Context: an optimization exercise on an open-source flow, tuned for small area, a short achievable clock period and few clock cycles per item. The choices shown serve that exercise and are no tape-out recipe.
In this exercise RTL edits were held to simulation tests only and were not proved equivalent to the original.
Power figures rest on the tool's default switching activity, not on a simulated workload.

<file path="flow/constraint.sdc">
create_clock -name core_clock -period 6.0 [get_ports {clk}]
set_input_delay 1.2000 -clock core_clock [delete_from_list [all_inputs] [get_ports {clk}]]
set_output_delay 1.2000 -clock core_clock [all_outputs]
set_load 0.01 [all_outputs]
</file>
<file path="flow/config.mk">
export PLATFORM = sky130hd
export DESIGN_NAME = sorted_term_accumulator_unit
export DESIGN_NICKNAME = sorted_term_accumulator_unit
export VERILOG_FILES = /design/flow/design.v
export SDC_FILE = /design/flow/constraint.sdc
export NUM_CORES = 4
export LEC_CHECK = 0
export CAP_MARGIN = 20
export CORE_MARGIN = 2
export CORE_UTILIZATION = 40
export CTS_BUF_LIST = sky130_fd_sc_hd__clkbuf_8
export CTS_CLUSTER_SIZE = 30
export SETUP_SLACK_MARGIN = 3.0
export SLEW_MARGIN = 20
</file>
<file path="flow/run.sh">
#!/bin/bash
# synth_recipe.tcl (not shown) runs the flow's synth.tcl, then flattens the netlist and writes it again
# the make line also repeats each setting of config.mk as NAME=value (left out here)
make -C /OpenROAD-flow-scripts/flow DESIGN_CONFIG=/design/flow/config.mk WORK_HOME=/design/flow/orfs CLKGATE_MAP_FILE= SYNTH_SCRIPT=/design/flow/synth_recipe.tcl finish
</file>
<file path="flow/design.v">
package stac_pkg;
	localparam int DEFAULT_TABLE_DEPTH = 16;
	localparam int COEF_W = 16;
	localparam int EXP_W = 8;
	typedef enum logic [1:0] {
		OP_INSERT = 2'd0,
		OP_DUMP   = 2'd1,
		OP_CLEAR  = 2'd2
	} op_t;
	typedef enum logic [1:0] {
		ST_OK    = 2'd0,
		ST_FULL  = 2'd1,
		ST_SAT   = 2'd2,
		ST_EMPTY = 2'd3
	} status_t;
	function automatic logic exp_gt(input logic [EXP_W-1:0] a, input logic [EXP_W-1:0] b);
		logic [EXP_W-1:0] g, e;
		g = a & ~b;
		e = ~(a ^ b);
		for (int d = 1; d < EXP_W; d = d * 2) begin
			for (int i = EXP_W - 1; i >= 0; i--) begin
				if ((i % (2 * d)) == (2 * d - 1)) begin
					g[i] = g[i] | (e[i] & g[i-d]);
					e[i] = e[i] & e[i-d];
				end
			end
		end
		exp_gt = g[EXP_W-1];
	endfunction
	function automatic logic [COEF_W:0] coef_add(input logic [COEF_W-1:0] a, input logic [COEF_W-1:0] b);
		logic [COEF_W-1:0] g, p, x;
		logic [COEF_W:0]   c;
		g = a & b;
		p = a ^ b;
		x = p;
		for (int d = 1; d < COEF_W; d = d * 2) begin
			for (int i = COEF_W - 1; i >= d; i--) begin
				g[i] = g[i] | (p[i] & g[i-d]);
				p[i] = p[i] & p[i-d];
			end
		end
		c = {g, 1'b0};
		coef_add = {c[COEF_W] ^ c[COEF_W-1], x ^ c[COEF_W-1:0]};
	endfunction
endpackage
module stac_cell (
	input  logic                                clk,
	input  logic        [stac_pkg::EXP_W-1:0]   in_exp,
	input  logic                                take_left,
	input  logic                                take_new,
	input  logic                                write_coef,
	input  logic        [stac_pkg::EXP_W-1:0]   left_exp,
	input  logic signed [stac_pkg::COEF_W-1:0]  left_coef,
	input  logic        [stac_pkg::EXP_W-1:0]   wr_exp,
	input  logic signed [stac_pkg::COEF_W-1:0]  wr_coef,
	output logic        [stac_pkg::EXP_W-1:0]   term_exp,
	output logic signed [stac_pkg::COEF_W-1:0]  term_coef,
	output logic                                in_gt,
	output logic                                in_eq
);
	logic        [stac_pkg::EXP_W-1:0]  exp_q;
	logic signed [stac_pkg::COEF_W-1:0] coef_q;
	assign in_gt = stac_pkg::exp_gt(exp_q, in_exp);
	assign in_eq = exp_q == in_exp;
	always_ff @(posedge clk) begin
		if (take_left || take_new) begin
			exp_q <= take_left ? left_exp : wr_exp;
		end
		if (take_left || write_coef) begin
			coef_q <= write_coef ? wr_coef : left_coef;
		end
	end
	assign term_exp  = exp_q;
	assign term_coef = coef_q;
endmodule
module sorted_term_accumulator_unit #(
	parameter int TABLE_DEPTH = stac_pkg::DEFAULT_TABLE_DEPTH
) (
	input  logic                                clk,
	input  logic                                arst_n,
	input  logic                                in_valid,
	output logic                                in_stall,
	input  logic        [1:0]                   opcode,
	input  logic signed [stac_pkg::COEF_W-1:0]  coefficient,
	input  logic        [stac_pkg::EXP_W-1:0]   exponent,
	output logic                                out_valid,
	input  logic                                out_stall,
	output logic signed [stac_pkg::COEF_W-1:0]  term_coefficient,
	output logic        [stac_pkg::EXP_W-1:0]   term_exponent,
	output logic        [1:0]                   status,
	output logic                                last
);
	localparam int N  = TABLE_DEPTH;
	localparam int CW = stac_pkg::COEF_W;
	localparam int EW = stac_pkg::EXP_W;
	logic                 item_v_q;
	logic [1:0]           item_op_q;
	logic signed [CW-1:0] item_c_q;
	logic [EW-1:0]        item_e_q;
	logic [N-1:0]         item_sel_q;   
	logic                 item_eq_q;    
	logic [N-1:0]         valid_q;      
	logic                 hold_q;       
	logic                 m_v_q;
	logic                 m_write_q;    
	logic                 m_term_q;     
	logic [N-1:0]         m_sel_q;
	logic signed [CW-1:0] m_rd_q;       
	logic signed [CW-1:0] m_c_q;        
	logic [EW-1:0]        m_exp_q;
	stac_pkg::status_t    m_status_q;
	logic                 m_last_q;
	logic                 out_valid_q;
	logic signed [CW-1:0] res_coef_q;
	logic [EW-1:0]        res_exp_q;
	stac_pkg::status_t    res_status_q;
	logic                 res_last_q;
	logic adv, exec, done, accept, dump_step, hold_d;
	logic is_ins, is_dump, is_clear, nz, empty, full;
	logic place, wipe, ins_new, ins_merge, m_wr, fwd;
	logic [N-1:0]         valid_w, valid_d, ge_v, lt_v, left_v, new_v, tgt_v, sel_next;
	logic [N-1:0]         in_gt_v, in_eq_v, nxt_gt_v, nxt_eq_v, sel_d;
	logic                 run_gt, run_eq;
	logic [EW-1:0]        cexp  [N];
	logic signed [CW-1:0] ccoef [N];
	logic signed [CW-1:0] rd_coef;
	logic [EW-1:0]        rd_exp;
	logic [CW:0]          sum;
	logic                 ovf;
	logic signed [CW-1:0] wr_coef;
	stac_pkg::status_t    item_status;
	assign adv       = !(out_valid_q && out_stall);
	assign exec      = item_v_q && adv;
	assign is_ins    = item_op_q == stac_pkg::OP_INSERT;
	assign is_dump   = item_op_q == stac_pkg::OP_DUMP;
	assign is_clear  = item_op_q == stac_pkg::OP_CLEAR;
	assign nz        = item_c_q != '0;
	assign empty     = !valid_q[0];
	assign full      = valid_q[N-1];
	assign sel_next  = {item_sel_q[N-2:0], 1'b0};
	assign done      = exec && !hold_q;
	assign dump_step = exec && hold_q;
	assign in_stall  = hold_q || (item_v_q && out_valid_q && out_stall);
	assign accept    = in_valid && !in_stall;
	always_comb begin
		if (dump_step)
			hold_d = (({sel_next[N-2:0], 1'b0}) & valid_q) != '0;
		else if (accept)
			hold_d = (opcode == stac_pkg::OP_DUMP) && valid_w[1];
		else if (exec)
			hold_d = 1'b0;
		else
			hold_d = hold_q;
	end
	assign place     = item_v_q && is_ins && nz && !item_eq_q && !full;
	assign wipe      = item_v_q && is_clear;
	assign ins_new   = place && adv;
	assign ins_merge = exec && is_ins && nz && item_eq_q;
	always_comb begin
		ge_v = item_sel_q;
		for (int d = 1; d < N; d = d * 2)
			ge_v = ge_v | (ge_v << d);
	end
	assign lt_v   = valid_q & ge_v;
	assign left_v = {lt_v[N-2:0], 1'b0};
	assign new_v  = item_sel_q;
	always_comb begin
		valid_w = valid_q;
		if (wipe)
			valid_w = '0;
		else if (place)
			valid_w = {valid_q[N-2:0], 1'b1};
	end
	assign valid_d = adv ? valid_w : valid_q;
	assign m_wr = m_v_q && adv && m_write_q;
	always_comb begin
		for (int i = 0; i < N; i++) begin
			if (ins_new && left_v[i])
				tgt_v[i] = m_sel_q[(i > 0) ? i - 1 : 0];
			else if (ins_new && new_v[i])
				tgt_v[i] = 1'b0;
			else
				tgt_v[i] = m_sel_q[i];
		end
	end
	for (genvar g = 0; g < N; g++) begin : g_cell
		logic [EW-1:0]        l_exp;
		logic signed [CW-1:0] l_coef;
		if (g == 0) begin : g_first
			assign l_exp  = item_e_q;
			assign l_coef = wr_coef;
		end else begin : g_rest
			assign l_exp  = cexp[g-1];
			assign l_coef = ccoef[g-1];
		end
		stac_cell u_cell (
			.clk        (clk),
			.in_exp     (exponent),
			.take_left  (ins_new && left_v[g]),
			.take_new   (ins_new && new_v[g]),
			.write_coef (m_wr && tgt_v[g]),
			.left_exp   (l_exp),
			.left_coef  (l_coef),
			.wr_exp     (item_e_q),
			.wr_coef    (wr_coef),
			.term_exp   (cexp[g]),
			.term_coef  (ccoef[g]),
			.in_gt      (in_gt_v[g]),
			.in_eq      (in_eq_v[g])
		);
	end
	assign run_gt = stac_pkg::exp_gt(item_e_q, exponent);
	assign run_eq = item_e_q == exponent;
	always_comb begin
		for (int i = 0; i < N; i++) begin
			if (i > 0 && place && left_v[i]) begin
				nxt_gt_v[i] = in_gt_v[(i > 0) ? i - 1 : 0];
				nxt_eq_v[i] = in_eq_v[(i > 0) ? i - 1 : 0];
			end else if (place && new_v[i]) begin
				nxt_gt_v[i] = run_gt;
				nxt_eq_v[i] = run_eq;
			end else begin
				nxt_gt_v[i] = in_gt_v[i];
				nxt_eq_v[i] = in_eq_v[i];
			end
		end
		nxt_gt_v = nxt_gt_v & valid_w;
		nxt_eq_v = nxt_eq_v & valid_w;
	end
	always_comb begin
		if (hold_q)
			sel_d = sel_next;
		else if (opcode == stac_pkg::OP_DUMP)
			sel_d = N'(1);
		else
			sel_d = ~nxt_gt_v & {nxt_gt_v[N-2:0], 1'b1};
	end
	always_comb begin
		rd_coef = '0;
		rd_exp  = '0;
		for (int i = 0; i < N; i++) begin
			rd_coef = rd_coef | (ccoef[i] & {CW{item_sel_q[i]}});
			rd_exp  = rd_exp  | (cexp[i]  & {EW{item_sel_q[i]}});
		end
	end
	assign fwd = m_v_q && m_write_q && ((m_sel_q & item_sel_q) != '0);
	always_comb begin
		item_status = stac_pkg::ST_OK;
		if (is_ins && nz && !item_eq_q && full)
			item_status = stac_pkg::ST_FULL;
		else if (is_dump && empty)
			item_status = stac_pkg::ST_EMPTY;
	end
	assign sum     = stac_pkg::coef_add(m_rd_q, m_c_q);
	assign ovf     = sum[CW];
	assign wr_coef = ovf ? {m_c_q[CW-1], {(CW-1){~m_c_q[CW-1]}}} : sum[CW-1:0];
	always_ff @(posedge clk or negedge arst_n) begin
		if (!arst_n) begin
			item_v_q <= 1'b0;
			hold_q   <= 1'b0;
			valid_q  <= '0;
			m_v_q    <= 1'b0;
			out_valid_q <= 1'b0;
		end else begin
			if (accept)
				item_v_q <= 1'b1;
			else if (done)
				item_v_q <= 1'b0;
			valid_q <= valid_d;
			hold_q  <= hold_d;
			if (adv)
				m_v_q <= item_v_q;
			if (adv)
				out_valid_q <= m_v_q;
		end
	end
	always_ff @(posedge clk) begin
		if (accept) begin
			item_op_q <= opcode;
			item_c_q  <= coefficient;
			item_e_q  <= exponent;
			item_eq_q <= |nxt_eq_v;
		end
		if (accept || dump_step)
			item_sel_q <= sel_d;
		if (exec) begin
			m_write_q  <= ins_merge || ins_new;
			m_term_q   <= is_dump && !empty;
			m_sel_q    <= item_sel_q;
			m_rd_q     <= (is_ins && !item_eq_q) ? '0 : (fwd ? wr_coef : rd_coef);
			m_c_q      <= is_ins ? item_c_q : '0;
			m_exp_q    <= rd_exp;
			m_status_q <= item_status;
			m_last_q   <= !hold_q;
		end
		if (adv && m_v_q) begin
			res_coef_q   <= m_term_q ? m_rd_q : '0;
			res_exp_q    <= m_term_q ? m_exp_q : '0;
			res_status_q <= ovf ? stac_pkg::ST_SAT : m_status_q;
			res_last_q   <= m_last_q;
		end
	end
	assign out_valid        = out_valid_q;
	assign term_coefficient = res_coef_q;
	assign term_exponent    = res_exp_q;
	assign status           = res_status_q;
	assign last             = res_last_q;
endmodule
</file>
==> results of run 1 <==
[metal layers]
metal  global-route usage  vias to the layer above
met5                    0                        -
met4                0.165                        0
met3               0.0433                      380
met2                0.440                     1485
met1                0.356                    11747
li1                     -                    10377
[through the flow]
stage	util	power [mW]	instances
6_report	0.500	15.7	3801
4_1_cts	0.485	15.1	3737
2_1_floorplan	-	8.63	2545
3_5_place_dp	0.433	10.1	3450
5_1_grt	0.500	16.2	3801
3_3_place_gp	0.432	10.0	3449
[path summary, 6_finish.rpt]
kind	from	endpoint	depth (start not counted)
worst max-delay path	m_rd_q[2]	g_cell[10].u_cell.coef_q[14]	12
worst min-delay path	m_last_q	res_last_q	0
min in group asynchronous	arst_n	valid_q[5]	1
worst min register to register	m_last_q	res_last_q	0
worst max register to register	m_rd_q[2]	g_cell[10].u_cell.coef_q[14]	12
max in group asynchronous	arst_n	valid_q[14]	1
[worst max-delay path, stage by stage, from the launching register on]
cell                       delay [ns]
sky130_fd_sc_hd__edfxtp_1        0.45
sky130_fd_sc_hd__ha_1            0.39
sky130_fd_sc_hd__o21ai_1         0.25
sky130_fd_sc_hd__o21ai_2         0.14
sky130_fd_sc_hd__a2111o_1        0.43
sky130_fd_sc_hd__buf_6           0.15
sky130_fd_sc_hd__a31oi_4         0.13
sky130_fd_sc_hd__nand4b_1        0.26
sky130_fd_sc_hd__a21oi_4         0.13
sky130_fd_sc_hd__buf_6           0.18
sky130_fd_sc_hd__a21oi_4         0.23
sky130_fd_sc_hd__inv_4           0.09
sky130_fd_sc_hd__mux2_4          0.28
[power by group through the flow]
stage	logic [mW]	clock network (mW)	registers, mW
2_1_floorplan	3.41	0	5.22
3_3_place_gp	4.61	0	5.40
3_5_place_dp	4.70	0	5.40
4_1_cts	6.45	3.26	5.34
5_1_grt	7.39	3.42	5.36
6_report	7.09	3.23	5.33
[registers in the layout, summed over array words and instances, names as in the netlist, 16 cells and up]
| name | flops |
|---|---|
| m_c_q | 16 |
| g_cell.u_cell.coef_q | 256 |
| res_coef_q | 16 |
| item_sel_q | 16 |
| valid_q | 16 |
| item_c_q | 16 |
| m_sel_q | 16 |
| m_rd_q | 16 |
| g_cell.u_cell.exp_q | 128 |
[synth_stat cells, types with 7 or more instances]
master                     number  share of area
sky130_fd_sc_hd__nor3_1        29         0.0050
sky130_fd_sc_hd__o211ai_1       8         0.0021
sky130_fd_sc_hd__a221oi_1      61          0.018
sky130_fd_sc_hd__o21ai_0      262          0.045
sky130_fd_sc_hd__or2_2          8         0.0017
sky130_fd_sc_hd__buf_1         17         0.0022
sky130_fd_sc_hd__a21oi_4        7         0.0039
sky130_fd_sc_hd__nand4_1       55          0.012
sky130_fd_sc_hd__nand3_1       47         0.0081
sky130_fd_sc_hd__nor2_1       128          0.017
sky130_fd_sc_hd__dfrtp_1       20          0.017
sky130_fd_sc_hd__a21oi_1      115          0.020
sky130_fd_sc_hd__nand2b_1       9         0.0019
sky130_fd_sc_hd__a32o_1         7         0.0024
sky130_fd_sc_hd__ha_1         152          0.066
sky130_fd_sc_hd__inv_1         51         0.0066
sky130_fd_sc_hd__buf_2         22         0.0038
sky130_fd_sc_hd__a211oi_1      27         0.0070
sky130_fd_sc_hd__and2_1        53          0.011
sky130_fd_sc_hd__mux2_2       130          0.051
sky130_fd_sc_hd__o21a_1         8         0.0021
sky130_fd_sc_hd__mux2i_1       13         0.0045
sky130_fd_sc_hd__clkbuf_1     119          0.015
sky130_fd_sc_hd__nand2_1      306          0.040
sky130_fd_sc_hd__a31oi_1       10         0.0022
sky130_fd_sc_hd__a22oi_1       96          0.025
sky130_fd_sc_hd__o31ai_1       13         0.0034
sky130_fd_sc_hd__edfxtp_1     515           0.53
sky130_fd_sc_hd__a21o_1        61          0.016
sky130_fd_sc_hd__nor4_1        11         0.0024
sky130_fd_sc_hd__and3_1        20         0.0043
sky130_fd_sc_hd__a22o_1        59          0.018
[final cells by class]
| type | instances | area [um2] |
|---|---|---|
| flip-flops and latches | 535 | 16000 |
| multi-input cells | 1801 | 13600 |
| clock buffers | 96 | 1320 |
| inverters | 52 | 228 |
| well taps | 950 | 1190 |
| clock inverters | 76 | 407 |
| fillers | 6269 | 35800 |
| repair buffers | 291 | 3120 |
[timing repair]
item / CTS / global route
hold endpoints to repair: 0 / 0
gates cloned: 4 / 7
gates resized for setup: 235 / 153
buffers inserted: 111 / 56
pin swaps: 64 / 57
setup endpoints to repair: 718 / 525
[kinds of logic after synthesis]
kind of cell,share of synthesized area
XOR/XNOR,0.00303
flip-flops,0.552
AO/OA/AOI/OAI,0.184
buffers and inverters,0.0299
AND/OR/NAND/NOR,0.110
multiplexers,0.0551
adder cells (fa/ha/maj),0.0664
==> out/metrics.sh, run 1 <==
STATUS='finished clean'
RSZ0062_AT_GRT='true'
DIE_WIDTH_UM=273
DRTITER0DRC=2862
P_SWITCHING_mW=6.30
CP_DATA_REQUIRED_TIME_NS=6.47
SETUP_VIOLATIONS=0
SEQ_POWER_SHARE=0.340
LAYOUT.NETS=2959
MAPPEDNETLISTNETS=2728
CLOCK_PATH_BUFFERS=3
IOS=59
MET2ROUTEDLENGTH_UM=49400
GLOBALROUTEOVERFLOWTOTAL=0
POWER.DENSITY_CELL_AREA_nW_PER_UM2=437
NUMBER_OF_MAX_SLEW_VIOLATIONS_IN_THE_FINAL_REPORT=0
P_CLK_FRAC=0.207
POST-ROUTE-DRC-COUNT=0
END_KIND='flip-flop'
YS_DOMINANT_REG_CELL='sky130_fd_sc_hd__edfxtp_1'
CTS_TREE='yes'
CELL_INTERNAL_PWR_mW=9.35
SETUP_SKEW_NS=0.0602
DIEAREA_UM2=74500
INITIAL_UTILIZATION=0.404
ROUTEDWLPERCELL_UM=28.3
SYNTHTOLAYOUTAREAGROWTH_PCT=23.8
MAPPEDNETLISTAREA_UM2=28900
YOSYS_WARNINGS=4
PRECTSSETUPSLACK_NS=1.45
ROUTE.FINAL.WIRE_LENGTH_UM=108000
FMAX_MHz=295
TOTALNEGATIVESETUPSLACK_NS=0
HOLDBUFCOUNTCTS=0
MOST-COMMON-LAYOUT-CELLS='sky130_fd_sc_hd__edfxtp_1 (515), sky130_fd_sc_hd__nand2_1 (294), sky130_fd_sc_hd__buf_4 (150), sky130_fd_sc_hd__mux2_2 (127), sky130_fd_sc_hd__ha_1 (127)'
TIMING.FINAL.CRIT_SHARE=0.566
CTS_NUM_SINKS=535
CLK_LATENCY_NS=0.76
N_ANTENNA_CELL=0
CTS.HTREE.LEVELS=3
TOP_LAYER='met4'
NUMBER_OF_GLOBAL_ROUTE_VIAS_BEFORE_REPAIR=23184
CP_MAX_FO=7
VDD.IR_DROP.WORST_mV=0.453
GRT_FIRST_PASS_WIRELENGTH_UM=153000
SYN-MEAN-INSTANCE-AREA_UM2=11.4
LAYOUT_MIN_CYCLE_TIME_NS=3.39
WORSTPATHARRIVAL_NS=3.86
CLK_TRANSITION_REPORTED_PATHS_NS=0.06
TRITONCTS.NUM_BUFFERS=95
WORST-SLEW-PIN-TRANSITION_NS=1.17
GRT_UTIL_ALL_LAYERS=0.276
NUMBER_OF_FLOPS_MAPPED_TO_ENABLE_CELLS_BY_YOSYS=515
PATH_CLASS='reg -> reg'
DIEHEIGHT_UM=273
HOLD_SLACK_NS=0.421
POSTSYNTHCELLCOUNT=2545
GRT_ANTENNA_BEFORE_REPAIR=0
DRT-PASS1-ITER-COUNT=6
P_SW_FRAC=0.403
ROW_COUNT=98
PLACE.DETAILED.HPWL_UM=68000
MAXCAPVIOLATIONS=0
STARTPOINT_TYPE='flip-flop'
LAYOUT.CELLS.MOST_COMMON='sky130_fd_sc_hd__edfxtp_1'
WORST_HOLD_PATH_TYPE='reg -> reg'
ASYNC_FLOP_SHARE=0.0374
MET3ROUTEDLENGTH_UM=9240
POSTROUTEANTENNANETS=0
ROUTABILITYCONGESTION=0.919
IO_BUFFERS=58
FINAL_CELL_AREA_UM2=35800
TIMING.FINAL.HOLD_VIOLATIONS=0
POWER.STATIC_LEAKAGE_nW=13.4
CLOCK-ROOT-BUFFER='sky130_fd_sc_hd__clkbuf_8'
PLACED_CELL_AREA_UM2=31000
VIAS=23989
LAYOUT_CELLS_SIZED_ABOVE_1=0.269
R2R_SETUP_SLACK_NS=2.61
POST_DRT_VIA_CELL_RATIO=6.31
YS_TYPES=77
WORST_SLACK_NS=2.61
FLOORPLAN_CORE_AREA_UM2=71600
MAXSLEWHEADROOM=0.221
GRT_START_MAX_NET_PINS=58
COMB_POWER_SHARE=0.453
YOSYS_REGISTER_BITS=535
ROUTEDLENGTHMET1_UM=41800
SYNTH_SEQ_AREA_SHARE=0.552
Testbench counts, summed over its fixed seeds: cycles 8,948, items 5,750.
==> inputs of run 2 (changes only) <==
--- a/flow/config.mk
+++ b/flow/config.mk
@@ -12,3 +12,4 @@
 export CTS_CLUSTER_SIZE = 30
 export SETUP_SLACK_MARGIN = 3.0
 export SLEW_MARGIN = 20
+export TNS_END_PERCENT = 10
==> run 2 against run 1 <==
  * Register-to-register slack worse by 0.06 ns
  * Hold slack better by 0.014 ns
  * Routed wire length shrank 2.5%
  * Synthesized area stayed put
  * Largest cell class unchanged
  * Utilization shrank 1.6 points
  * Combinational power decreased by 12%
  * Final area decreased by 3.1%
  * Power decreased by 5.7%
  * Count of clock-buffer cells in the layout is 5 higher
  * Non-clock buffer count fell by 30
  * First-iteration DRC count shrank 0.59%
  * Final cell count decreased by 0.89%
==> out/metrics.sh, run 2 <==
STATUS='finished clean'  # unchanged
VIAS=23833  # was 23989
NUMBER_OF_GLOBAL_ROUTE_VIAS_BEFORE_REPAIR=23075  # was 23184
HOLD_DEPTH=0  # unchanged
LARGEST_REG_FLOPS=256  # unchanged
VDD.IR_DROP.WORST_mV=0.309  # was 0.453 mV
FINAL_CELL_AREA_UM2=34700  # was 35800 um2
LAYOUT.CELLS.MOST_COMMON='sky130_fd_sc_hd__edfxtp_1'  # unchanged
FLOORPLAN_CORE_AREA_UM2=71600  # unchanged
LARGEST_REGISTER='g_cell.u_cell.coef_q'  # unchanged
TRITONCTS.NUM_BUFFERS=94  # was 95
IOS=59  # unchanged
POWER.DENSITY_CELL_AREA_nW_PER_UM2=425  # was 437 nW/um2
END_KIND='flip-flop'  # unchanged
SYNTHTOLAYOUTAREAGROWTH_PCT=20.0  # was 23.8%
CTS.HTREE.LEVELS=3  # unchanged
CLK_TRANSITION_REPORTED_PATHS_NS=0.06  # about the same
DRT-PASS1-ITER-COUNT=6  # unchanged
WORST_HOLD_PATH_TYPE='reg -> reg'  # unchanged
INITIAL_UTILIZATION=0.404  # unchanged
MAXSLEWHEADROOM=0.302  # was 0.221
MAPPEDNETLISTAREA_UM2=28900  # unchanged
ASYNC_FLOP_SHARE=0.0374  # unchanged
SETUP_SKEW_NS=0.0572  # was 0.0602 ns
YOSYS_WARNINGS=4  # unchanged
PLACE.DETAILED.HPWL_UM=67400  # was 68000 um
CP_MAX_FO=33  # was 7
LEADING_CELL_TYPE_BY_NUMBER_OF_INSTANCES_AFTER_SYNTHESIS='sky130_fd_sc_hd__edfxtp_1'  # unchanged
DIE_WIDTH_UM=273  # unchanged
RSZ0062_AT_GRT='true'  # unchanged
SETUP_VIOLATIONS=0  # unchanged
GRT_FIRST_PASS_WIRELENGTH_UM=151000  # was 153000 um
ROUTE.FINAL.WIRE_LENGTH_UM=105000  # was 108000 um
POST_DRT_VIA_CELL_RATIO=6.33  # was 6.31
POSTROUTEANTENNANETS=0  # unchanged
MAPPEDNETLISTNETS=2728  # unchanged
CLOCK_PATH_BUFFERS=3  # unchanged
LAYOUT.NETS=2926  # was 2959
LAYOUT_TOP_REGISTERS='g_cell.u_cell.coef_q (256), g_cell.u_cell.exp_q (128)'  # unchanged
FMAX_MHz=289  # was 295 MHz
ROUTEDWLPERCELL_UM=27.9  # was 28.3 um
YS_TYPES=77  # unchanged
IO_BUFFERS=58  # unchanged
SYNTH_COMMONEST_CELLS='sky130_fd_sc_hd__edfxtp_1 (515), sky130_fd_sc_hd__nand2_1 (306), sky130_fd_sc_hd__o21ai_0 (262)'  # unchanged
ROW_COUNT=98  # unchanged
YS_DOMINANT_REG_CELL='sky130_fd_sc_hd__edfxtp_1'  # unchanged
RR_WORST_DEPTH=7  # was 12
ROUTABILITYCONGESTION=0.897  # was 0.919
WORST-SLEW-PIN-TRANSITION_NS=1.04  # was 1.17 ns
HOLD_SLACK_NS=0.435  # was 0.421 ns
OVERALL_POWER_AFTER_LAYOUT_mW=14.8  # was 15.7 mW
DRTITER0DRC=2845  # was 2862
NUMBER_OF_FLOPS_MAPPED_TO_ENABLE_CELLS_BY_YOSYS=515  # unchanged
YS_TOP_CELLS_BY_AREA='sky130_fd_sc_hd__edfxtp_1 (53%), sky130_fd_sc_hd__ha_1 (6.6%), sky130_fd_sc_hd__mux2_2 (5.1%), sky130_fd_sc_hd__o21ai_0 (4.5%), sky130_fd_sc_hd__nand2_1 (4.0%)'  # unchanged
MOST-COMMON-LAYOUT-CELLS='sky130_fd_sc_hd__edfxtp_1 (515), sky130_fd_sc_hd__nand2_1 (301), sky130_fd_sc_hd__o21ai_0 (204), sky130_fd_sc_hd__buf_4 (153), sky130_fd_sc_hd__ha_1 (138)'  # was sky130_fd_sc_hd__edfxtp_1 (515), sky130_fd_sc_hd__nand2_1 (294), sky130_fd_sc_hd__buf_4 (150), sky130_fd_sc_hd__mux2_2 (127), sky130_fd_sc_hd__ha_1 (127)
HOLDBUFCOUNTCTS=0  # unchanged
GRT_ANTENNA_BEFORE_REPAIR=1  # was 0
DIEHEIGHT_UM=273  # unchanged
TIMING.FINAL.HOLD_VIOLATIONS=0  # unchanged
DIEAREA_UM2=74500  # unchanged
SYN-MEAN-INSTANCE-AREA_UM2=11.4  # unchanged
SYNTH_SEQ_AREA_SHARE=0.552  # unchanged
CP_DATA_REQUIRED_TIME_NS=6.41  # was 6.47 ns
POSTSYNTHCELLCOUNT=2545  # unchanged
GRT_UTIL_ALL_LAYERS=0.274  # was 0.276
GRT_START_MAX_NET_PINS=67  # was 58
CTS_NUM_SINKS=535  # unchanged
CLK_LATENCY_NS=0.74  # was 0.76 ns
WORSTPATHARRIVAL_NS=3.86  # about the same
POWER.STATIC_LEAKAGE_nW=13.1  # was 13.4 nW
GLOBALROUTEOVERFLOWTOTAL=0  # unchanged
CTS_TREE='yes'  # unchanged
POST-ROUTE-DRC-COUNT=0  # unchanged
CELL_TAKING_THE_MOST_AREA_AFTER_SYNTHESIS='sky130_fd_sc_hd__edfxtp_1'  # unchanged
PATH_CLASS='reg -> reg'  # unchanged
TIMING.FINAL.CRIT_SHARE=0.577  # was 0.566
MAXCAPVIOLATIONS=0  # unchanged
YOSYS_REGISTER_BITS=535  # unchanged
LAYOUT_MIN_CYCLE_TIME_NS=3.46  # was 3.39 ns
PLACED_CELL_AREA_UM2=30700  # was 31000 um2
SYNTHDOMINANTCELLAREASHARE=0.534  # unchanged
NUMBER_OF_MAX_SLEW_VIOLATIONS_IN_THE_FINAL_REPORT=0  # unchanged
TOTALNEGATIVESETUPSLACK_NS=0  # unchanged
STARTPOINT_TYPE='flip-flop'  # unchanged
CLOCK-ROOT-BUFFER='sky130_fd_sc_hd__clkbuf_8'  # unchanged
LAYOUT_CELLS_SIZED_ABOVE_1=0.220  # was 0.269
-- run 2: changes by cell type in the layout (fill, tap and decap cells not counted), sizes merged, moves of 2 or more --
cell and change:
buf -29, clkbuf -2, clkinv -18, clkinvlp -2, diode +2, dlygate4sd2 +2
dlymetal6s2s +5, inv +11, nor2 +2
-- run 2: path summary, 6_finish.rpt --
| path | startpoint | endpoint | slack [ns] |
|---|---|---|---|
| min in group asynchronous | arst_n | valid_q[7] | 0.47 |
| min | m_last_q | res_last_q | 0.43 |
| max | item_sel_q[11] | m_rd_q[12] | 2.54 |
| max reg2reg | item_sel_q[11] | m_rd_q[12] | 2.54 |
| min reg2reg | m_last_q | res_last_q | 0.43 |
| max in group asynchronous | arst_n | valid_q[12] | 5.15 |
-- run 2: metal layers --
metal  global-route usage  routed length, um  vias to the layer above
met4                0.157               6650                        0
met2                0.444              48800                     1493
met1                0.345              39900                    11651
met3               0.0489               9690                      408
met5                    0                  0                        -
li1                     -                  -                    10281
-- run 2: layout make-up --
cell class | count | area [um2]
Clock buffer | 101 | 1390
Clock inverter | 67 | 350
Inverter | 52 | 225
Antenna cell | 2 | 5.00
Multi-Input combinational cell | 1799 | 13000
Tap cell | 950 | 1190
Timing Repair Buffer | 261 | 2580
Fill cell | 6498 | 36900
Sequential cell | 535 | 16000
-- run 2: through the flow --
stage	setup slack [ns]	utilization	instances
after floorplan	2.66	-	2545
after global placement	1.51	0.429	3453
after detailed placement	1.53	0.429	3453
after CTS	2.62	0.473	3712
after global routing	2.53	0.485	3767
final	2.54	0.485	3767
-- run 2: power by group --
part / internal (mW) / leakage [nW] / total [mW] / switching [mW]
combinational: 2.44 / 7.07 / 6.23 / 3.79
sequential: 4.92 / 4.99 / 5.33 / 0.405
clock: 1.61 / 1.03 / 3.21 / 1.61
-- run 2: cells by family (layout without fill, tap and decap cells) --
kind of cell	Yosys count	after routing	share of synthesized area
muxes	143	144	0.0551
and+or+nand+nor	691	693	0.110
other	0	2	0
xor gates and xnor gates	10	10	0.00303
adders and majority gates	153	153	0.0664
buffers and inverters	215	481	0.0299
DFF	535	535	0.552
AOI/OAI and AO/OA	798	799	0.184
-- run 2: worst max-delay path, stage by stage, from the launching register on --
cell and delay [ns]:
sky130_fd_sc_hd__edfxtp_1 0.76, sky130_fd_sc_hd__buf_4 0.42, sky130_fd_sc_hd__a22oi_1 0.21, sky130_fd_sc_hd__nand2_1 0.08, sky130_fd_sc_hd__o311a_1 0.35, sky130_fd_sc_hd__buf_4 0.31
sky130_fd_sc_hd__nor3_1 0.91, sky130_fd_sc_hd__a211oi_1 0.11
-- run 2: what timing repair did --
action / CTS / global route
endpoints found under the hold margin: 0 / 0
cloned: 4 / 3
setup buffers: 87 / 50
pin swaps: 48 / 36
gates resized for setup: 109 / 124
endpoints found under the setup margin: 769 / 735
==> inputs of run 3 (changes only) <==
--- a/flow/config.mk
+++ b/flow/config.mk
@@ -7,7 +7,7 @@
 export LEC_CHECK = 0
 export CAP_MARGIN = 20
 export CORE_MARGIN = 2
-export CORE_UTILIZATION = 40
+export CORE_UTILIZATION = 55
 export CTS_BUF_LIST = sky130_fd_sc_hd__clkbuf_8
 export CTS_CLUSTER_SIZE = 30
 export SETUP_SLACK_MARGIN = 3.0
==> run 3 against run 2 <==
  * Utilization is 18 points higher
  * Register-to-register slack worse by 0.06 ns
  * Sequential share of layout area is 0.22 points higher
  * First-iteration DRC count grew 11%
  * Critical path type unchanged
==> out/metrics.sh, run 3 <==
LAYOUT.NETS=2927  # was 2926
DPL.CELL_COUNT=3195  # was 3453
STARTPOINT_TYPE='flip-flop'  # unchanged
YS_TOP_CELLS_BY_AREA='sky130_fd_sc_hd__edfxtp_1 (53%), sky130_fd_sc_hd__ha_1 (6.6%), sky130_fd_sc_hd__mux2_2 (5.1%), sky130_fd_sc_hd__o21ai_0 (4.5%), sky130_fd_sc_hd__nand2_1 (4.0%)'  # unchanged
DIEAREA_UM2=54500  # was 74500 um2
SYNTH_SEQ_AREA_SHARE=0.552  # unchanged
MAPPEDNETLISTNETS=2728  # unchanged
P_SWITCHING_mW=6.04  # was 5.80 mW
FLOORPLAN_CORE_AREA_UM2=52300  # was 71600 um2
INITIAL_UTILIZATION=0.553  # was 0.404
GR_MET3_DEMAND_RESOURCE=0.0820  # was 0.0489
YS_DOMINANT_REG_CELL='sky130_fd_sc_hd__edfxtp_1'  # unchanged
CLK_TRANSITION_REPORTED_PATHS_NS=0.06  # about the same
LARGEST_REGISTER='g_cell.u_cell.coef_q'  # unchanged
WORST_HOLD_PATH_TYPE='reg -> reg'  # unchanged
CTS_TREE='yes'  # unchanged
ROW_COUNT=84  # was 98
TRITONCTS.NUM_BUFFERS=92  # was 94
POSTSYNTHCELLCOUNT=2545  # unchanged
PATH_CLASS='reg -> reg'  # unchanged
CELL_TAKING_THE_MOST_AREA_AFTER_SYNTHESIS='sky130_fd_sc_hd__edfxtp_1'  # unchanged
SYN-MEAN-INSTANCE-AREA_UM2=11.4  # unchanged
ROUTABILITYCONGESTION=0.946  # was 0.897
TIMING.FINAL.CRIT_SHARE=0.586  # was 0.577
GRT_UTIL_ALL_LAYERS=0.392  # was 0.274
DRTITER0DRC=3155  # was 2845
CP_MAX_FO=8  # was 33
WORSTPATHARRIVAL_NS=3.96  # was 3.86 ns
CLOCK-ROOT-BUFFER='sky130_fd_sc_hd__clkbuf_8'  # unchanged
LAYOUT_MIN_CYCLE_TIME_NS=3.51  # was 3.46 ns
SYNTHDOMINANTCELLAREASHARE=0.534  # unchanged
NUMBER_OF_FLOPS_MAPPED_TO_ENABLE_CELLS_BY_YOSYS=515  # unchanged
GRT_ANTENNA_BEFORE_REPAIR=5  # was 1
POSTROUTEANTENNANETS=0  # unchanged
CTS_NUM_SINKS=535  # unchanged
POWER.STATIC_LEAKAGE_nW=13.0  # was 13.1 nW
SYNTH_XOR_XNOR_AREA_SHARE=0.00303  # unchanged
LARGEST_FAMILY_OF_LOGIC_CELLS_BY_SYNTHESIZED_AREA='compound AO/OA/AOI/OAI gates'  # unchanged
LEADING_CELL_TYPE_BY_NUMBER_OF_INSTANCES_AFTER_SYNTHESIS='sky130_fd_sc_hd__edfxtp_1'  # unchanged
MUXSHAREOFSYNTHAREA=0.0551  # unchanged
RSZ0062_AT_GRT='true'  # unchanged
MOST-COMMON-LAYOUT-CELLS='sky130_fd_sc_hd__edfxtp_1 (515), sky130_fd_sc_hd__nand2_1 (299), sky130_fd_sc_hd__o21ai_0 (219), sky130_fd_sc_hd__buf_4 (151), sky130_fd_sc_hd__mux2_2 (127)'  # was sky130_fd_sc_hd__edfxtp_1 (515), sky130_fd_sc_hd__nand2_1 (301), sky130_fd_sc_hd__o21ai_0 (204), sky130_fd_sc_hd__buf_4 (153), sky130_fd_sc_hd__ha_1 (138)
NUMBER_OF_MAX_SLEW_VIOLATIONS_IN_THE_FINAL_REPORT=0  # unchanged
ADDER_AND_MAJORITY_CELL_FRACTION_OF_THE_SYNTHESIZED_AREA=0.0664  # unchanged
DIE_WIDTH_UM=233  # was 273 um
P_SW_FRAC=0.406  # was 0.393
POST-ROUTE-DRC-COUNT=0  # unchanged
POST_SYNTHESIS_SHARE_OF_CELL_AREA_SPENT_ON_AND_OR_NAND_AND_NOR_GATES=0.110  # unchanged
IOS=59  # unchanged
IO_BUFFERS=58  # unchanged
WORST-SLEW-PIN-TRANSITION_NS=1.18  # was 1.04 ns
TOTALNEGATIVESETUPSLACK_NS=0  # unchanged
ROUTE.FINAL.WIRE_LENGTH_UM=110000  # was 105000 um
DIEHEIGHT_UM=233  # was 273 um
YS_TYPES=77  # unchanged
SETUP_VIOLATIONS=0  # unchanged
STATUS='finished clean'  # unchanged
MAXSLEWHEADROOM=0.208  # was 0.302
SYNTHTOLAYOUTAREAGROWTH_PCT=19.4  # was 20.0%
POWER.DENSITY_CELL_AREA_nW_PER_UM2=431  # was 425 nW/um2
COMB_POWER_SHARE=0.437  # was 0.422
MAPPEDNETLISTAREA_UM2=28900  # unchanged
VIAS=24412  # was 23833
GLOBALROUTEOVERFLOWTOTAL=0  # unchanged
CP_DATA_REQUIRED_TIME_NS=6.45  # was 6.41 ns
SYNTH_COMPOUND_AREA_FRAC=0.184  # unchanged
ROUTEDWLPERCELL_UM=31.2  # was 27.9 um
GLOBAL_ROUTE.PEAK_USAGE_LAYER='met2'  # unchanged
GRT_FIRST_PASS_WIRELENGTH_UM=154000  # was 151000 um
CTS.HTREE.LEVELS=3  # unchanged
POST_DRT_VIA_CELL_RATIO=6.95  # was 6.33
PLACE.DETAILED.HPWL_UM=68900  # was 67400 um
GROUTE.LAYER.MET1.USAGE=0.529  # was 0.345
FILLERS=4089  # was 6498
LARGEST_REG_FLOPS=256  # unchanged
P_CLK_FRAC=0.205  # was 0.217
YOSYS_REGISTER_BITS=535  # unchanged
GLOBAL_ROUTE.USAGE.MET2=0.594  # was 0.444
SETUP_SKEW_NS=0.0369  # was 0.0572 ns
NUMBER_OF_GLOBAL_ROUTE_VIAS_BEFORE_REPAIR=22889  # was 23075
TIMING.FINAL.HOLD_VIOLATIONS=0  # unchanged
GRT_START_MAX_NET_PINS=45  # was 67
LAYOUT_CELLS_SIZED_ABOVE_1=0.223  # was 0.220
YOSYS_WARNINGS=4  # unchanged
LAYOUT.CELLS.MOST_COMMON='sky130_fd_sc_hd__edfxtp_1'  # unchanged
LAYOUTNONFILLERINSTCOUNT=3511  # was 3767
CLOCK_PATH_BUFFERS=3  # unchanged
ASYNC_FLOP_SHARE=0.0374  # unchanged
FMAX_MHz=285  # was 289 MHz
SEQ_POWER_SHARE=0.358  # was 0.361
CLK_LATENCY_NS=0.72  # was 0.74 ns
CELL_INTERNAL_PWR_mW=8.85  # was 8.97 mW
MAXCAPVIOLATIONS=0  # unchanged
END_KIND='flip-flop'  # unchanged
DRT-PASS1-ITER-COUNT=6  # unchanged
SYNTH_COMMONEST_CELLS='sky130_fd_sc_hd__edfxtp_1 (515), sky130_fd_sc_hd__nand2_1 (306), sky130_fd_sc_hd__o21ai_0 (262)'  # unchanged
VDD.IR_DROP.WORST_mV=0.308  # was 0.309 mV
LAYOUT_TOP_REGISTERS='g_cell.u_cell.coef_q (256), g_cell.u_cell.exp_q (128)'  # unchanged
## run 3: cell counts after synthesis
No cell type changed its count.
## run 3: layout make-up
class | instances | area, um2 | share of cell area
Sequential cell | 535 | 16000 | 0.462
Clock buffer | 93 | 1280 | 0.0370
Multi-Input combinational cell | 1800 | 13300 | 0.384
Timing Repair Buffer | 263 | 2610 | 0.0756
Clock inverter | 77 | 338 | 0.00978
Antenna cell | 3 | 7.51 | 0.000217
Inverter | 52 | 231 | 0.00670
Tap cell | 688 | 861 | 0.0249
## run 3: per-layer routing
| layer | part of all wire | routed length, um | up-vias |
|---|---|---|---|
| met3 | 0.12 | 13000 | 445 |
| met5 | 0.00011 | 12 | - |
| met2 | 0.44 | 48400 | 1803 |
| met4 | 0.064 | 7000 | 2 |
| li1 | - | - | 10284 |
| met1 | 0.38 | 41200 | 11878 |
## run 3: power by group through the flow
stage	Clock (mW)	Combinational (mW)	Sequential, mW
global route	3.22	6.76	5.37
finish	3.05	6.50	5.34
floorplan	0	2.94	5.21
CTS	3.06	5.48	5.34
global placement	0	4.48	5.39
detailed placement	0	4.56	5.40
## run 3: final timing paths
kind                       cells past startpoint       from  slack, ns                         end
hold reg to reg                                0   m_last_q       0.43                  res_last_q
max in group asynchronous                      2     arst_n       4.80                  valid_q[8]
setup / recovery                              13  m_rd_q[0]       2.49  g_cell[4].u_cell.coef_q[4]
min in group asynchronous                      1     arst_n       0.77                 out_valid_q
hold / removal                                 0   m_last_q       0.43                  res_last_q
setup reg to reg                              13  m_rd_q[0]       2.49  g_cell[4].u_cell.coef_q[4]
## run 3: cells by family (layout without fill, tap and decap cells)
kind of cell               Yosys count  count (layout)
AOI/OAI and AO/OA                  798             800
and+or+nand+nor                    691             693
DFF                                535             535
buffers and inverters              215             485
adders and majority gates          153             153
muxes                              143             144
xor gates and xnor gates            10              10
other                                0               3
## run 3: timing repair
action	4_1_cts	5_1_grt
hold buffers	0	0
gates cloned	2	9
pin swaps	35	58
gates resized for setup	83	175
endpoints found under the setup margin	746	800
setup buffers	67	64
## run 3: worst max-delay path: stages (launching register included)
cell,delay (ns)
sky130_fd_sc_hd__edfxtp_1,0.44
sky130_fd_sc_hd__ha_4,0.21
sky130_fd_sc_hd__buf_4,0.14
sky130_fd_sc_hd__a211oi_4,0.26
sky130_fd_sc_hd__o21ai_4,0.11
sky130_fd_sc_hd__a2111o_1,0.47
sky130_fd_sc_hd__and3_4,0.20
sky130_fd_sc_hd__a311o_2,0.44
sky130_fd_sc_hd__and2_4,0.19
sky130_fd_sc_hd__buf_12,0.15
sky130_fd_sc_hd__a21oi_4,0.23
sky130_fd_sc_hd__buf_4,0.17
sky130_fd_sc_hd__buf_12,0.12
sky130_fd_sc_hd__o21ai_0,0.10
## run 3: through the flow
step	cell area (um2)	util	worst slack (ns)	hold slack, ns	power (mW)
2_1_floorplan	29100	-	2.66	0.400	8.15
3_3_place_gp	30400	0.581	1.24	0.411	9.87
3_5_place_dp	30400	0.581	1.23	0.412	9.95
4_1_cts	33100	0.633	2.54	0.427	13.9
5_1_grt	34600	0.660	2.42	0.460	15.4
6_report	34600	0.660	2.49	0.428	14.9
==> inputs of run 4 (changes only) <==
--- a/flow/config.mk
+++ b/flow/config.mk
@@ -7,9 +7,8 @@
 export LEC_CHECK = 0
 export CAP_MARGIN = 20
 export CORE_MARGIN = 2
-export CORE_UTILIZATION = 55
+export CORE_UTILIZATION = 40
 export CTS_BUF_LIST = sky130_fd_sc_hd__clkbuf_8
 export CTS_CLUSTER_SIZE = 30
-export SETUP_SLACK_MARGIN = 3.0
+export SETUP_SLACK_MARGIN = 2.8
 export SLEW_MARGIN = 20
-export TNS_END_PERCENT = 10
==> run 4 against run 3 <==
  * Sequential share of layout area down 1.5 points
  * Critical endpoint is now g_cell[10].u_cell.coef_q[12]
  * Non-clock buffer count is 21 higher
  * First-iteration DRC count decreased by 3.2%
  * Final area is 3.4% higher
  * Highest routed layer unchanged
  * Largest power group unchanged
==> out/metrics.sh, run 4 <==
LAYOUT_TOP_REGISTERS='g_cell.u_cell.coef_q (256), g_cell.u_cell.exp_q (128)'  # unchanged
SETUP_SKEW_NS=0.0696  # was 0.0369 ns
SYNTHDOMINANTCELLAREASHARE=0.534  # unchanged
FLOORPLAN_CORE_AREA_UM2=71600  # was 52300 um2
DIEAREA_UM2=74500  # was 54500 um2
CTS_TREE='yes'  # unchanged
CRIT_PATH_TOP_DELAY_CELL='sky130_fd_sc_hd__edfxtp_1'  # was sky130_fd_sc_hd__a2111o_1
CTS_NUM_SINKS=535  # unchanged
WORST_HOLD_PATH_TYPE='reg -> reg'  # unchanged
LAYOUT.NETS=2953  # was 2927
LARGEST_REGISTER='g_cell.u_cell.coef_q'  # unchanged
GRT_ANTENNA_BEFORE_REPAIR=3  # was 5
TIMING.FINAL.CRIT_SHARE=0.585  # was 0.586
POWER.STATIC_LEAKAGE_nW=13.4  # was 13.0 nW
MOST-COMMON-LAYOUT-CELLS='sky130_fd_sc_hd__edfxtp_1 (515), sky130_fd_sc_hd__nand2_1 (302), sky130_fd_sc_hd__buf_4 (140), sky130_fd_sc_hd__ha_1 (136), sky130_fd_sc_hd__mux2_2 (128)'  # was sky130_fd_sc_hd__edfxtp_1 (515), sky130_fd_sc_hd__nand2_1 (299), sky130_fd_sc_hd__o21ai_0 (219), sky130_fd_sc_hd__buf_4 (151), sky130_fd_sc_hd__mux2_2 (127)
DIEHEIGHT_UM=273  # was 233 um
TRITONCTS.NUM_BUFFERS=95  # was 92
WORST-SLEW-PIN-TRANSITION_NS=1.12  # was 1.18 ns
MAXSLEWHEADROOM=0.246  # was 0.208
VIAS=24352  # was 24412
MAPPEDNETLISTNETS=2728  # unchanged
PATH_CLASS='reg -> reg'  # unchanged
CLK_TRANSITION_REPORTED_PATHS_NS=0.06  # about the same
MAPPEDNETLISTAREA_UM2=28900  # unchanged
STATUS='finished clean'  # unchanged
CP.BUFFERS_INVERTERS=5  # was 4
LEADING_CELL_TYPE_BY_NUMBER_OF_INSTANCES_AFTER_SYNTHESIS='sky130_fd_sc_hd__edfxtp_1'  # unchanged
PLACED_CELL_AREA_UM2=30900  # was 30400 um2
POST_DRT_VIA_CELL_RATIO=6.42  # was 6.95
CP_DATA_REQUIRED_TIME_NS=6.43  # was 6.45 ns
YOSYS_REGISTER_BITS=535  # unchanged
TOP_LAYER='met5'  # unchanged
YS_TYPES=77  # unchanged
POSTROUTEANTENNANETS=0  # unchanged
CP_MAX_FO=8  # unchanged
PRECTSSETUPSLACK_NS=1.41  # was 1.23 ns
WORST_SLACK_NS=2.49  # about the same
GRT_FIRST_PASS_WIRELENGTH_UM=158000  # was 154000 um
CRIT_PATH_CELLS='ha_4, a21o_1, a221o_1, a2111o_1, buf_6, a31oi_4, nand4b_1, buf_6, a21oi_4, buf_12, buf_6, a21oi_4, buf_12, o21ai_2'  # was ha_4, buf_4, a211oi_4, o21ai_4, a2111o_1, and3_4, a311o_2, and2_4, buf_12, a21oi_4, buf_4, buf_12, o21ai_0
MET2ROUTEDLENGTH_UM=50400  # was 48400 um
INITIAL_UTILIZATION=0.404  # was 0.553
ASYNC_FLOP_SHARE=0.0374  # unchanged
POWER.DENSITY_CELL_AREA_nW_PER_UM2=455  # was 431 nW/um2
ROUTABILITYCONGESTION=0.957  # was 0.946
NUMBER_OF_FLOPS_MAPPED_TO_ENABLE_CELLS_BY_YOSYS=515  # unchanged
DRTITER0DRC=3055  # was 3155
IO_BUFFERS=58  # unchanged
HOLDBUFCOUNTCTS=0  # unchanged
FINAL_CELL_AREA_UM2=35700  # was 34600 um2
POST-ROUTE-DRC-COUNT=0  # unchanged
SYNTH_COMMONEST_CELLS='sky130_fd_sc_hd__edfxtp_1 (515), sky130_fd_sc_hd__nand2_1 (306), sky130_fd_sc_hd__o21ai_0 (262)'  # unchanged
GRT_START_MAX_NET_PINS=67  # was 45
YOSYS_WARNINGS=4  # unchanged
DRT-PASS1-ITER-COUNT=6  # unchanged
STARTPOINT_TYPE='flip-flop'  # unchanged
CLK_LATENCY_NS=0.75  # was 0.72 ns
LARGEST_REG_FLOPS=256  # unchanged
CTS.HTREE.LEVELS=3  # unchanged
TOTALNEGATIVESETUPSLACK_NS=0  # unchanged
NUMBER_OF_GLOBAL_ROUTE_VIAS_BEFORE_REPAIR=23599  # was 22889
LAYOUT_CELLS_SIZED_ABOVE_1=0.273  # was 0.223
RSZ0062_AT_GRT='true'  # unchanged
POSTSYNTHCELLCOUNT=2545  # unchanged
MET3ROUTEDLENGTH_UM=10100  # was 13000 um
YS_TOP_CELLS_BY_AREA='sky130_fd_sc_hd__edfxtp_1 (53%), sky130_fd_sc_hd__ha_1 (6.6%), sky130_fd_sc_hd__mux2_2 (5.1%), sky130_fd_sc_hd__o21ai_0 (4.5%), sky130_fd_sc_hd__nand2_1 (4.0%)'  # unchanged
PLACE.DETAILED.HPWL_UM=69700  # was 68900 um
ROUTEDLENGTHMET1_UM=42300  # was 41200 um
GLOBALROUTEOVERFLOWTOTAL=0  # unchanged
FMAX_MHz=285  # about the same
GRT_UTIL_ALL_LAYERS=0.287  # was 0.392
ROUTE.FINAL.WIRE_LENGTH_UM=110000  # about the same
YS_DOMINANT_REG_CELL='sky130_fd_sc_hd__edfxtp_1'  # unchanged
SYN-MEAN-INSTANCE-AREA_UM2=11.4  # unchanged
SYNTHTOLAYOUTAREAGROWTH_PCT=23.4  # was 19.4%
NUMBER_OF_MAX_SLEW_VIOLATIONS_IN_THE_FINAL_REPORT=0  # unchanged
R2R_SETUP_SLACK_NS=2.49  # about the same
CLOCK_PATH_BUFFERS=3  # unchanged
DIE_WIDTH_UM=273  # was 233 um
CRITPATHTOPFAMILY='compound AO/OA/AOI/OAI gates'  # unchanged
CLOCK-ROOT-BUFFER='sky130_fd_sc_hd__clkbuf_8'  # unchanged
END_KIND='flip-flop'  # unchanged
LAYOUT_MIN_CYCLE_TIME_NS=3.51  # about the same
SYNTH_SEQ_AREA_SHARE=0.552  # unchanged
CELL_TAKING_THE_MOST_AREA_AFTER_SYNTHESIS='sky130_fd_sc_hd__edfxtp_1'  # unchanged
CRIT_PATH_FREQUENT_CELL='sky130_fd_sc_hd__buf_6'
IOS=59  # unchanged
VDD.IR_DROP.WORST_mV=0.414  # was 0.308 mV
SETUP_VIOLATIONS=0  # unchanged
ROW_COUNT=98  # was 84
WORSTPATHARRIVAL_NS=3.94  # was 3.96 ns
MAXCAPVIOLATIONS=0  # unchanged
TIMING.FINAL.HOLD_VIOLATIONS=0  # unchanged
HOLD_SLACK_NS=0.416  # was 0.428 ns
ROUTEDWLPERCELL_UM=29.0  # was 31.2 um
LAYOUT.CELLS.MOST_COMMON='sky130_fd_sc_hd__edfxtp_1'  # unchanged
CRITICAL-PATH-MAX-STAGE-DELAY_NS=0.47  # about the same
## run 4: cell count changes in the layout (fill, tap and decap cells not counted), sizes merged, moves of 2 or more
cell / previous run / this run
clkbuf: 103 / 106
clkinvlp: 10 / 8
clkdlybuf4s50: 49 / 47
clkdlybuf4s15: 2 / 5
nor2: 128 / 130
clkinv: 45 / 32
buf: 202 / 224
inv: 74 / 84
## run 4: kinds of logic (layout without fill, tap and decap cells)
logic type,after synthesis,in the layout,synth area share
AO/OA/AOI/OAI,798,800,0.184
AND/OR/NAND/NOR,691,695,0.110
flip-flops,535,535,0.552
buffers and inverters,215,507,0.0299
adder cells (fa/ha/maj),153,153,0.0664
multiplexers,143,144,0.0551
XOR/XNOR,10,10,0.00303
other,0,2,0
## run 4: final cells by class
cell class / count / area [um2]
repair buffers: 284 / 3010
diodes: 2 / 5.00
fillers: 6348 / 35900
clock buffers: 99 / 1360
flip-flops and latches: 535 / 16000
well taps: 950 / 1190
inverters: 52 / 240
multi-input cells: 1802 / 13600
clock inverters: 72 / 358
## run 4: stage by stage
stage	power [mW]	utilization	std cells
finish	16.2	0.499	3796
global route	16.8	0.499	3796
CTS	15.2	0.484	3750
detailed placement	9.94	0.431	3455
global placement	9.83	0.431	3455
floorplan	8.18	-	2545
## run 4: worst reg2reg max path, cell delays in order (launching register included)
cell and delay (ns):
sky130_fd_sc_hd__edfxtp_1 0.47, sky130_fd_sc_hd__ha_4 0.26, sky130_fd_sc_hd__a21o_1 0.16, sky130_fd_sc_hd__a221o_1 0.36
sky130_fd_sc_hd__a2111o_1 0.40, sky130_fd_sc_hd__buf_6 0.14, sky130_fd_sc_hd__a31oi_4 0.16, sky130_fd_sc_hd__nand4b_1 0.20
sky130_fd_sc_hd__buf_6 0.14, sky130_fd_sc_hd__a21oi_4 0.07, sky130_fd_sc_hd__buf_12 0.18, sky130_fd_sc_hd__buf_6 0.12
sky130_fd_sc_hd__a21oi_4 0.26, sky130_fd_sc_hd__buf_12 0.19, sky130_fd_sc_hd__o21ai_2 0.09
## run 4: path summary, 6_finish.rpt
kind | to | start | cells past startpoint
min reg2reg | res_last_q | m_last_q | 0
max | g_cell[10].u_cell.coef_q[12] | m_rd_q[6] | 14
min | res_last_q | m_last_q | 0
max in group asynchronous | valid_q[11] | arst_n | 1
min in group asynchronous | item_v_q | arst_n | 1
max reg2reg | g_cell[10].u_cell.coef_q[12] | m_rd_q[6] | 14
## run 4: report_power, final
group / total, mW / internal (mW) / switching [mW]
Sequential: 5.37 / 4.92 / 0.445
Combinational: 7.67 / 3.11 / 4.56
Clock: 3.21 / 1.55 / 1.66
## run 4: per-layer routing
metal | GRT usage | vias to the layer above
li1 | - | 10368
met1 | 0.365 | 11984
met2 | 0.461 | 1566
met3 | 0.0558 | 432
met4 | 0.156 | 2
met5 | 0 | -
## run 4: timing repair
action,4_1_cts,5_1_grt
pin swaps,97,73
endpoints found under the setup margin,724,537
gates resized for setup,312,229
gates cloned,12,4
setup buffers,112,40
==> inputs of run 5 (changes only) <==
--- a/flow/config.mk
+++ b/flow/config.mk
@@ -8,7 +8,7 @@
 export CAP_MARGIN = 20
 export CORE_MARGIN = 2
 export CORE_UTILIZATION = 40
-export CTS_BUF_LIST = sky130_fd_sc_hd__clkbuf_8
+export CTS_BUF_LIST = sky130_fd_sc_hd__clkbuf_4
 export CTS_CLUSTER_SIZE = 30
-export SETUP_SLACK_MARGIN = 2.8
+export SETUP_SLACK_MARGIN = 3.0
 export SLEW_MARGIN = 20
==> run 5 against run 4 <==
  * Clock power is 6% higher
  * Flip-flop and latch count stayed put
  * Global-route usage is 0.84 points lower
  * Critical path depth is 1 lower
  * Final area is 0.54% lower
  * Critical endpoint is now g_cell[10].u_cell.coef_q[14]
  * First-iteration DRC count is 5.6% lower
  * Combinational power is 6.6% lower
  * Power is 2.2% lower
  * Sequential share of layout area is 0.24 points higher
  * Count of clock-buffer cells in the layout is 119 higher
==> out/metrics.sh, run 5 <==
PATH_CLASS='reg -> reg'  # unchanged
MAXSLEWHEADROOM=0.222  # was 0.246
LAYOUT_MIN_CYCLE_TIME_NS=3.44  # was 3.51 ns
SYNTH_SEQ_AREA_SHARE=0.552  # unchanged
GRT_ANTENNA_BEFORE_REPAIR=2  # was 3
IO_BUFFERS=58  # unchanged
HOLD_PATH_STARTPOINT='m_last_q'  # unchanged
MAPPEDNETLISTAREA_UM2=28900  # unchanged
RR_WORST_DEPTH=13  # was 14
COMB_POWER_SHARE=0.451  # was 0.472
END_KIND='flip-flop'  # unchanged
INITIAL_UTILIZATION=0.404  # unchanged
MAPPEDNETLISTNETS=2728  # unchanged
SETUP_SKEW_NS=0.102  # was 0.0696 ns
CELL_INTERNAL_PWR_mW=9.54  # was 9.58 mW
CP_DATA_REQUIRED_TIME_NS=6.72  # was 6.43 ns
TOTALNEGATIVESETUPSLACK_NS=0  # unchanged
STATUS='finished clean'  # unchanged
DRT-PASS1-ITER-COUNT=9  # was 6
RSZ0062_AT_GRT='true'  # unchanged
DIE_WIDTH_UM=273  # unchanged
PRECTSSETUPSLACK_NS=1.45  # was 1.41 ns
YOSYS_WARNINGS=4  # unchanged
YS_DOMINANT_REG_CELL='sky130_fd_sc_hd__edfxtp_1'  # unchanged
P_SWITCHING_mW=6.34  # was 6.66 mW
LAYOUT_CELLS_SIZED_ABOVE_1=0.284  # was 0.273
ROUTE.FINAL.WIRE_LENGTH_UM=106000  # was 110000 um
SYNTHDOMINANTCELLAREASHARE=0.534  # unchanged
CRIT_PATH_TOP_DELAY_CELL='sky130_fd_sc_hd__edfxtp_1'  # unchanged
CP_MAX_FO=8  # unchanged
IOS=59  # unchanged
VDD.IR_DROP.WORST_mV=0.391  # was 0.414 mV
YOSYS_REGISTER_BITS=535  # unchanged
MOST-COMMON-LAYOUT-CELLS='sky130_fd_sc_hd__edfxtp_1 (515), sky130_fd_sc_hd__nand2_1 (295), sky130_fd_sc_hd__clkbuf_4 (218), sky130_fd_sc_hd__ha_1 (138), sky130_fd_sc_hd__buf_4 (133)'  # was sky130_fd_sc_hd__edfxtp_1 (515), sky130_fd_sc_hd__nand2_1 (302), sky130_fd_sc_hd__buf_4 (140), sky130_fd_sc_hd__ha_1 (136), sky130_fd_sc_hd__mux2_2 (128)
HOLD_SLACK_NS=0.421  # was 0.416 ns
LARGEST_REG_FLOPS=256  # unchanged
CLK_TRANSITION_REPORTED_PATHS_NS=0.06  # about the same
GRT_START_MAX_NET_PINS=58  # was 67
WORSTHOLDENDPOINT='res_last_q'  # unchanged
ASYNC_FLOP_SHARE=0.0374  # unchanged
YS_TYPES=77  # unchanged
WORST-SLEW-PIN-TRANSITION_NS=1.16  # was 1.12 ns
ROUTABILITYCONGESTION=0.919  # was 0.957
SETUP_VIOLATIONS=0  # unchanged
CLK_LATENCY_NS=1.03  # was 0.75 ns
VIAS=24209  # was 24352
GLOBALROUTEOVERFLOWTOTAL=0  # unchanged
DIEHEIGHT_UM=273  # unchanged
HOLD_DEPTH=0  # unchanged
NUMBER_OF_FLOPS_MAPPED_TO_ENABLE_CELLS_BY_YOSYS=515  # unchanged
NUMBER_OF_MAX_SLEW_VIOLATIONS_IN_THE_FINAL_REPORT=0  # unchanged
CTS_TREE='yes'  # unchanged
LARGEST_REGISTER='g_cell.u_cell.coef_q'  # unchanged
CLOCK_PATH_BUFFERS=3  # unchanged
PLACED_CELL_AREA_UM2=31000  # was 30900 um2
PLACE.DETAILED.HPWL_UM=68000  # was 69700 um
TRITONCTS.NUM_BUFFERS=151  # was 95
NUMBER_OF_GLOBAL_ROUTE_VIAS_BEFORE_REPAIR=23651  # was 23599
LAYOUT.CELLS.MOST_COMMON='sky130_fd_sc_hd__edfxtp_1'  # unchanged
DIEAREA_UM2=74500  # unchanged
DRTITER0DRC=2885  # was 3055
WORSTPATHARRIVAL_NS=4.17  # was 3.94 ns
SYNTH_COMMONEST_CELLS='sky130_fd_sc_hd__edfxtp_1 (515), sky130_fd_sc_hd__nand2_1 (306), sky130_fd_sc_hd__o21ai_0 (262)'  # unchanged
P_SW_FRAC=0.399  # was 0.410
FINAL_CELL_AREA_UM2=35500  # was 35700 um2
P_CLK_FRAC=0.214  # was 0.197
STARTPOINT_TYPE='flip-flop'  # unchanged
CRIT-REG2REG-CAPTURE='g_cell[10].u_cell.coef_q[14]'  # was g_cell[10].u_cell.coef_q[12]
LAYOUT.NETS=2991  # was 2953
ROUTEDWLPERCELL_UM=27.5  # was 29.0 um
CTS.HTREE.LEVELS=4  # was 3
SEQ_POWER_SHARE=0.335  # was 0.331
WORST_HOLD_PATH_TYPE='reg -> reg'  # unchanged
FLOORPLAN_CORE_AREA_UM2=71600  # unchanged
CTS_NUM_SINKS=535  # unchanged
CRITPATHTOPFAMILY='compound AO/OA/AOI/OAI gates'  # unchanged
POST_DRT_VIA_CELL_RATIO=6.26  # was 6.42
POST-ROUTE-DRC-COUNT=0  # unchanged
TIMING.FINAL.CRIT_SHARE=0.574  # was 0.585
WORST_SLACK_NS=2.56  # was 2.49 ns
CLOCK-ROOT-BUFFER='sky130_fd_sc_hd__clkbuf_4'  # was sky130_fd_sc_hd__clkbuf_8
SYN-MEAN-INSTANCE-AREA_UM2=11.4  # unchanged
GRT_UTIL_ALL_LAYERS=0.278  # was 0.287
GRT_FIRST_PASS_WIRELENGTH_UM=153000  # was 158000 um
LEADING_CELL_TYPE_BY_NUMBER_OF_INSTANCES_AFTER_SYNTHESIS='sky130_fd_sc_hd__edfxtp_1'  # unchanged
POWER.DENSITY_CELL_AREA_nW_PER_UM2=447  # was 455 nW/um2
POSTSYNTHCELLCOUNT=2545  # unchanged
FMAX_MHz=290  # was 285 MHz
YS_TOP_CELLS_BY_AREA='sky130_fd_sc_hd__edfxtp_1 (53%), sky130_fd_sc_hd__ha_1 (6.6%), sky130_fd_sc_hd__mux2_2 (5.1%), sky130_fd_sc_hd__o21ai_0 (4.5%), sky130_fd_sc_hd__nand2_1 (4.0%)'  # unchanged
R2R_SETUP_SLACK_NS=2.56  # was 2.49 ns
LAYOUT_TOP_REGISTERS='g_cell.u_cell.coef_q (256), g_cell.u_cell.exp_q (128)'  # unchanged
CRITICAL-PATH-MAX-STAGE-DELAY_NS=0.40  # was 0.47 ns
CRIT_PATH_CELLS='ha_2, inv_2, fa_2, nor2b_2, o31a_1, o211ai_1, a211o_1, a311o_2, and2_4, buf_12, a21oi_4, inv_4, mux2_2'  # was ha_4, a21o_1, a221o_1, a2111o_1, buf_6, a31oi_4, nand4b_1, buf_6, a21oi_4, buf_12, buf_6, a21oi_4, buf_12, o21ai_2
POSTROUTEANTENNANETS=0  # unchanged
MAXCAPVIOLATIONS=0  # unchanged
CP.BUFFERS_INVERTERS=3  # was 5
SYNTHTOLAYOUTAREAGROWTH_PCT=22.8  # was 23.4%
TIMING.RR.START='m_rd_q[0]'  # was m_rd_q[6]
TIMING.FINAL.HOLD_VIOLATIONS=0  # unchanged
POWER.STATIC_LEAKAGE_nW=13.4  # about the same
ROW_COUNT=98  # unchanged
CELL_TAKING_THE_MOST_AREA_AFTER_SYNTHESIS='sky130_fd_sc_hd__edfxtp_1'  # unchanged
run 5: changes by cell type in the layout (fill, tap and decap cells not counted), moves of 10 or more:
cell / before / now
sky130_fd_sc_hd__buf_6: 35 / 24
sky130_fd_sc_hd__clkdlybuf4s50_1: 47 / 20
sky130_fd_sc_hd__inv_1: 69 / 32
sky130_fd_sc_hd__a211oi_1: 8 / 18
sky130_fd_sc_hd__dlygate4sd2_1: 1 / 29
sky130_fd_sc_hd__clkbuf_8: 99 / 0
sky130_fd_sc_hd__o21ai_2: 121 / 68
sky130_fd_sc_hd__clkbuf_4: 0 / 218
sky130_fd_sc_hd__o21ai_1: 64 / 105
sky130_fd_sc_hd__o21ai_0: 74 / 85
run 5: what timing repair did:
item / CTS / global route
gates cloned: 6 / 3
pin swaps: 53 / 52
gates resized for setup: 237 / 139
hold buffers: 0 / 0
buffers inserted: 107 / 39
endpoints found under the setup margin: 762 / 517
run 5: power groups by stage:
| stage | logic [mW] | clock network, mW | registers (mW) |
|---|---|---|---|
| after floorplan | 3.41 | 0 | 5.22 |
| after global placement | 4.61 | 0 | 5.40 |
| after detailed placement | 4.70 | 0 | 5.40 |
| after CTS | 6.52 | 3.43 | 5.33 |
| after global routing | 7.44 | 3.63 | 5.36 |
| final | 7.16 | 3.39 | 5.33 |
run 5: final cells by class:
cell class,count,area [um2]
Tap cell,950,1190
Multi-Input combinational cell,1799,13400
Clock buffer,218,1640
Timing Repair Buffer,269,2910
Antenna cell,7,17.5
Fill cell,6367,36100
Clock inverter,37,211
Inverter,52,228
Sequential cell,535,16000
run 5: logic make-up after synthesis:
group	share of synthesized area
AO/OA/AOI/OAI	0.184
buffers and inverters	0.0299
XOR/XNOR	0.00303
multiplexers	0.0551
adder cells (fa/ha/maj)	0.0664
AND/OR/NAND/NOR	0.110
flip-flops	0.552
run 5: how the worst max path moves through the flow:
| stage | endpoint | depth (start not counted) | start | slack [ns] |
|---|---|---|---|---|
| finish | g_cell[10].u_cell.coef_q[14] | 13 | m_rd_q[0] | 2.56 |
| CTS | g_cell[6].u_cell.coef_q[12] | 15 | m_c_q[6] | 2.64 |
| detailed placement | item_eq_q | 12 | exponent[7] | 1.45 |
| global placement | item_eq_q | 12 | exponent[7] | 1.46 |
| floorplan | item_sel_q[10] | 9 | exponent[5] | 2.66 |
| global route | g_cell[2].u_cell.coef_q[9] | 15 | m_c_q[0] | 2.48 |
run 5: through the flow:
| step | cells | utilization | total power [mW] |
|---|---|---|---|
| 2_1_floorplan | 2545 | - | 8.63 |
| 4_1_cts | 3818 | 0.484 | 15.3 |
| 3_5_place_dp | 3450 | 0.433 | 10.1 |
| 3_3_place_gp | 3449 | 0.432 | 10.0 |
| 6_report | 3867 | 0.496 | 15.9 |
| 5_1_grt | 3866 | 0.496 | 16.4 |
run 5: routing by layer:
| layer | wire [um] | track usage |
|---|---|---|
| met5 | 0 | 0 |
| met4 | 7490 | 0.168 |
| met3 | 9110 | 0.0542 |
| met2 | 48500 | 0.442 |
| met1 | 41400 | 0.352 |

## port drivers added, routing unchanged
How much do the figures lean on ideal ports? The routed layouts below were timed once more, with nothing changed but the port constraints.
Step 1: set_driving_cell puts a clkbuf_16 on clk and a buf_2 on each other input, an assumption about the parent block.
Step 2 times the ports against the registers' clock, not the clock port: input delays grow and output delays shrink by t, the midpoint of the rising clock arrivals with the driver on.
Three values: ideal ports, drivers, drivers and shift; two values: the first two.
run	t, ns	setup WS [ns]	latest minus earliest clock arrival (ns)	worst data-port slew with drivers (ns)
run 1	0.783	2.605 / 2.605 / 2.281	0.076 / 0.076	0.04
run 2	0.766	2.540 / 2.540 / 1.970	0.062 / 0.062	0.04
run 3	0.756	2.485 / 2.485 / 1.866	0.040 / 0.040	0.05
run 4	0.769	2.493 / 2.493 / 2.056	0.070 / 0.070	0.04
run 5	1.042	2.556 / 2.556 / 2.232	0.107 / 0.107	0.04
After both steps setup and hold are still met in every run listed. For run 3, which loses most, drivers alone change the setup slack by 0.000 ns; drivers and shift together by -0.619 ns.
